This is an optimization exercise on Yosys and OpenROAD, whose aim is small area, a short achievable clock period and few clock cycles, not a production implementation.
Only simulation tests tie the RTL to the original design; equivalence was not proved.
No activity file was given, so power comes from the tool's default toggle rates.

west:
==> flow/design.v <==
`timescale 1ns/100ps
module cacheTop
(
    input  logic                          clk,
    input  logic                          rst,
    input  logic                          cpuReqValid,
    input  logic                          cpuReqWrite,
    input  logic [10-1:0]      cpuReqAddr,
    input  logic [8-1:0]      cpuReqByte,
    output logic                          cpuRespValid,
    output logic                          cpuRespHit,
    output logic [32-1:0]      cpuRespWord,
    output logic                          cpuCredit,
    output logic                          memReqValid,
    output logic                          memReqWrite,
    output logic [6-1:0] memReqLineAddr,
    output logic [128-1:0]      memReqLine,
    input  logic                          memRespValid,
    input  logic [128-1:0]      memRespLine,
    input  logic                          memCredit
);
    logic [3:0]   valid;
    logic [3:0]   dirty;
    logic [4:0]   tags  [4];
    logic [127:0] lines [4];
    logic [1:0]   lruVictim;       
    logic         stIdle;          
    logic         stLate;          
    logic         stWb;            
    logic         stRdIssue;       
    logic         stRd;            
    logic         idle;
    logic         reqWrite;        
    logic [9:0]   reqAddr;
    assign idle = stIdle;
    logic [4:0]  inTag;
    logic        inSet;
    logic [3:0]  mruSlot;          
    logic [3:0]  match;            
    logic [3:0]  victimSlot;       
    logic        hitMru, hitLru, hitWay1, victimDirty;
    logic [4:0]  victimTag;
    assign inTag  = cpuReqAddr[9:5];
    assign inSet  = cpuReqAddr[4];
    always_comb begin
        victimTag = '0;
        for (int i = 0; i < 4; i++) begin
            mruSlot[i]    = (lruVictim[i / 2] != i[0]);
            match[i]      = valid[i] && (inSet == i[1]) && (tags[i] == inTag);
            victimSlot[i] = (inSet == i[1]) && !mruSlot[i];
            victimTag     = victimTag | ({5{victimSlot[i]}} & tags[i]);
        end
    end
    logic [4:0] mruTag [2];
    logic [1:0] mruValid, mruEq;
    always_comb begin
        for (int t = 0; t < 2; t++) begin
            mruTag[t]   = lruVictim[t] ? tags[2 * t]  : tags[2 * t + 1];
            mruValid[t] = lruVictim[t] ? valid[2 * t] : valid[2 * t + 1];
            mruEq[t]    = mruValid[t] && (mruTag[t] == inTag);
        end
    end
    assign hitMru      = inSet ? mruEq[1] : mruEq[0];
    assign hitLru      = |(match & ~mruSlot);
    assign hitWay1     = match[1] || match[3];
    assign victimDirty = |(victimSlot & valid & dirty);
    logic newReq, hitNow, lateNow, missNow, fillNow;
    assign newReq  = idle && cpuReqValid;
    assign hitNow  = newReq && hitMru;
    assign lateNow = newReq && hitLru;
    assign missNow = newReq && !hitMru && !hitLru;
    assign fillNow = stRd && memRespValid;
    logic [3:0]  wordDec;          
    logic [3:0]  lateSlot;         
    logic [3:0]  lateWordDec;      
    logic [3:0]  missWordDec;      
    logic [15:0] rdSel;
    logic [3:0]  missSel;
    always_comb begin
        cpuRespWord = '0;
        for (int w = 0; w < 4; w++) begin
            wordDec[w]     = (cpuReqAddr[3:2] == w);
            missWordDec[w] = (reqAddr[3:2] == w);
            missSel[w]     = stRd && missWordDec[w];
            cpuRespWord    = cpuRespWord | ({32{missSel[w]}} & memRespLine[(3 - w) * 32 +: 32]);
        end
        for (int i = 0; i < 4; i++) begin
            for (int w = 0; w < 4; w++) begin
                rdSel[i * 4 + w] = (idle && mruSlot[i] && (inSet == i[1]) && wordDec[w]) ||
                                   (lateSlot[i] && lateWordDec[w]);
                cpuRespWord = cpuRespWord | ({32{rdSel[i * 4 + w]}} & lines[i][(3 - w) * 32 +: 32]);
            end
        end
    end
    always_ff @(posedge clk) begin
        lateSlot    <= {4{lateNow}} & match;
        lateWordDec <= wordDec;
    end
    assign cpuRespValid = hitNow || stLate || fillNow;
    assign cpuCredit    = cpuRespValid;
    assign cpuRespHit   = !stRd;
    always_comb begin
        memReqLine = '0;
        for (int i = 0; i < 4; i++) begin
            memReqLine = memReqLine | ({128{victimSlot[i]}} & lines[i]);
        end
    end
    assign memReqValid    = missNow || stRdIssue;
    assign memReqWrite    = idle && victimDirty;
    assign memReqLineAddr = !idle       ? reqAddr[9:4] :
                            victimDirty ? {victimTag, inSet} : cpuReqAddr[9:4];
    always_ff @(posedge clk) begin
        if (rst) begin
            stIdle    <= 1'b1;
            stLate    <= 1'b0;
            stWb      <= 1'b0;
            stRdIssue <= 1'b0;
            stRd      <= 1'b0;
        end else begin
            stLate <= lateNow;
            if (lateNow || missNow) begin
                stIdle <= 1'b0;
            end
            if (stLate || fillNow) begin
                stIdle <= 1'b1;
            end
            if (missNow) begin
                stWb <= victimDirty;
                stRd <= !victimDirty;
            end
            if (stWb && memCredit) begin
                stWb      <= 1'b0;
                stRdIssue <= 1'b1;
            end
            if (stRdIssue) begin
                stRdIssue <= 1'b0;
                stRd      <= 1'b1;
            end
            if (fillNow) begin
                stRd <= 1'b0;
            end
        end
    end
    always_ff @(posedge clk) begin
        if (idle) begin
            reqWrite <= cpuReqWrite;
            reqAddr  <= cpuReqAddr;
        end
    end
    logic [3:0] fillSlot;          
    logic [3:0] wrSlot;            
    always_comb begin
        for (int i = 0; i < 4; i++) begin
            fillSlot[i] = fillNow && (reqAddr[4] == i[1]) && !mruSlot[i];
            wrSlot[i]   = newReq && cpuReqWrite && (match[i] || (missNow && victimSlot[i]));
        end
    end
    always_ff @(posedge clk) begin
        for (int s = 0; s < 2; s++) begin
            if (rst) begin
                lruVictim[s] <= 1'b0;
            end else if ((lateNow && inSet == s) || (fillNow && reqAddr[4] == s)) begin
                lruVictim[s] <= !lruVictim[s];
            end
        end
    end
    always_ff @(posedge clk) begin
        for (int i = 0; i < 4; i++) begin
            if (rst) begin
                valid[i] <= 1'b0;
            end else if (fillSlot[i]) begin
                valid[i] <= 1'b1;
            end
            if (fillSlot[i]) begin
                dirty[i] <= reqWrite;
                tags[i]  <= reqAddr[9:5];
            end else if (newReq && cpuReqWrite && match[i]) begin
                dirty[i] <= 1'b1;
            end
        end
    end
    logic [127:0] newLine;
    logic [15:0]  laneHit;       
    logic [15:0]  laneMem;       
    always_comb begin
        for (int k = 0; k < 16; k++) begin
            laneHit[k] = (cpuReqAddr[3:0] == k);
            laneMem[k] = !(reqWrite && (reqAddr[3:0] == k));
            newLine[(15 - k) * 8 +: 8] = stRd ? memRespLine[(15 - k) * 8 +: 8] : cpuReqByte;
        end
    end
    always_ff @(posedge clk) begin
        for (int i = 0; i < 4; i++) begin
            for (int k = 0; k < 16; k++) begin
                if ((fillSlot[i] && laneMem[k]) || (wrSlot[i] && laneHit[k])) begin
                    lines[i][(15 - k) * 8 +: 8] <= newLine[(15 - k) * 8 +: 8];
                end
            end
        end
    end
endmodule
==> flow/config.mk <==
export PLATFORM = sky130hd
export DESIGN_NAME = cacheTop
export DESIGN_NICKNAME = cacheTop
export VERILOG_FILES = /design/flow/design.v
export SDC_FILE = /design/flow/constraint.sdc
export NUM_CORES = 4
export LEC_CHECK = 0
export ABC_AREA = 1
export CAP_MARGIN = 20
export CORE_MARGIN = 2
export CORE_UTILIZATION = 40
export CTS_CLUSTER_DIAMETER = 70
export CTS_CLUSTER_SIZE = 30
export SETUP_SLACK_MARGIN = 1.5
export SLEW_MARGIN = 20
export TNS_END_PERCENT = 5
==> flow/constraint.sdc <==
create_clock -name core_clock -period 5.0 [get_ports {clk}]
set_input_delay 1.0000 -clock core_clock [delete_from_list [all_inputs] [get_ports {clk}]]
set_output_delay 1.0000 -clock core_clock [all_outputs]
set_load 0.01 [all_outputs]
standard.sh (not shown) runs the stock make flow with config.mk's settings and CLKGATE_MAP_FILE= SYNTH_SCRIPT=/design/flow/synth_recipe.tcl, a recipe that flattens the netlist after the stock synthesis.
==> flow/flow/run.sh <==
#!/bin/bash
# The standard layout, with each port buffered by the smallest buffer
# (the resizer upsizes the ones that timing needs) instead of ORFS's default
# choice of buffer cell.
set -euo pipefail
export BUFFER_PORTS_ARGS="-buffer_cell sky130_fd_sc_hd__buf_1"
bash standard.sh > standard.log 2>&1
west went all the way through synthesis, placement and routing and the layout is clean on timing, DRC and antenna.
Testbench counts of west, summed over its fixed seeds: cycles 43,346.
Relative to west, the following input files were edited for north:
- CTS_CLUSTER_SIZE no longer set, was 30
- CTS_CLUSTER_DIAMETER no longer set, was 70
- TNS_END_PERCENT no longer set, was 5
- ABC_AREA no longer set, was 1
Findings:
The termination of the worst setup path comes out memReqLine[78] in one run and cpuRespWord[16] in the other, namely in west and north respectively. The area fraction in compound gates after synthesis in north was higher than what west gave. Changes observed in north relative to west: utilization rose 3.7 points, first-pass GRT wire length shrank by 1.4 mm, synthesized cell count now smaller, xor/xnor cell area share of the yosys netlist picked up an extra 1.0 points, count of cell types in the netlist rose by 15.

---

RTL: the design.v shown in full above, as it stands there.
export LEC_CHECK = 0
export ABC_AREA = 1
export CAP_MARGIN = 20
export CORE_MARGIN = 2
export CORE_UTILIZATION = 40
export SETUP_SLACK_MARGIN = 1.5
export SLEW_MARGIN = 20
export TNS_END_PERCENT = 10
create_clock -name core_clock -period 5.0 [get_ports {clk}]
Scripts as last shown in full above: flow/flow/run.sh
Testbench counts at the start, summed over its fixed seeds: cycles 43,346.
Rerun with:
CTS_CLUSTER_DIAMETER = 70   (was default)
CTS_CLUSTER_SIZE = 30   (was default)
TNS_END_PERCENT = 25   (was 10)
After rerunning: The new run finished with timing, DRC and antenna clean; total power went down by roughly a tenth; worst setup slack degrades by 21 ps; final area went down by a few percent; first-iteration DRC count went up slightly; sequential power stays flat; final cell count went down slightly; sequential cell count is unchanged; hold slack hardly moves; maximum frequency went down slightly; critical path depth went up by 3; die area stays the same.
Rerun with:
ABC_AREA = default   (was 1)
CTS_CLUSTER_DIAMETER = default   (was 70)
CTS_CLUSTER_SIZE = default   (was 30)
TNS_END_PERCENT = 10   (was 25)
Utilization went up by 1.8 points.
Via count decreases by 9.6%.
Total power climbs by 3.8%.
Final area is higher by 1.6%.
Clock power rose by 36%.
Synthesized cell count fell by 27%.
Sequential power came out lower by about 2%.
Setup slack degrades by 260 ps.
Final cell count fell by 19%.
Wire length goes down by 6.3%.
Rerun with:
ABC_AREA = 1   (was default)
CORE_UTILIZATION = 55   (was 40)
CTS_CLUSTER_DIAMETER = 70   (was default)
CTS_CLUSTER_SIZE = 30   (was default)
Outcome: The new run completed with no timing, DRC or antenna violations; die area shrinks by 25%; core utilization grows by 17 points; wire length grows by 5.6%; final cell count grows by 16%.

what the ideal ports hide:
In the flow no input, the clock included, has a driving cell. The finished layouts below were timed again as built, in two steps.
Step 1: set_driving_cell puts a clkbuf_16 on clk and a buf_2 on each other input, an assumption about the parent block.
Step 2, shift: input delay + t, output delay - t, t = (earliest + latest rising clock arrival at the registers) / 2. This alone moves slack from input paths to output paths.
Slacks: no drivers / after step 1 / after step 2; pairs: no drivers / after step 1.
run	t, ns	setup slack, ns	hold slack, ns
west	0.661	1.341 / 1.294 / 1.294	0.457 / 0.457 / 0.457
north	0.734	1.026 / 0.956 / 0.736	0.477 / 0.477 / 0.477
the first run of note 2	0.708	1.361 / 1.305 / 1.305	0.453 / 0.453 / 0.453
the second run of note 2	0.660	1.340 / 1.293 / 1.293	0.454 / 0.454 / 0.454
the third run of note 2	0.706	1.079 / 1.017 / 0.697	0.468 / 0.468 / 0.468
the fourth run of note 2	0.657	1.341 / 1.293 / 1.293	0.458 / 0.458 / 0.458
After both steps every run listed still meets setup and hold. For the third run of note 2, which loses most, drivers alone change the setup slack by -0.062 ns; drivers and shift together by -0.382 ns.
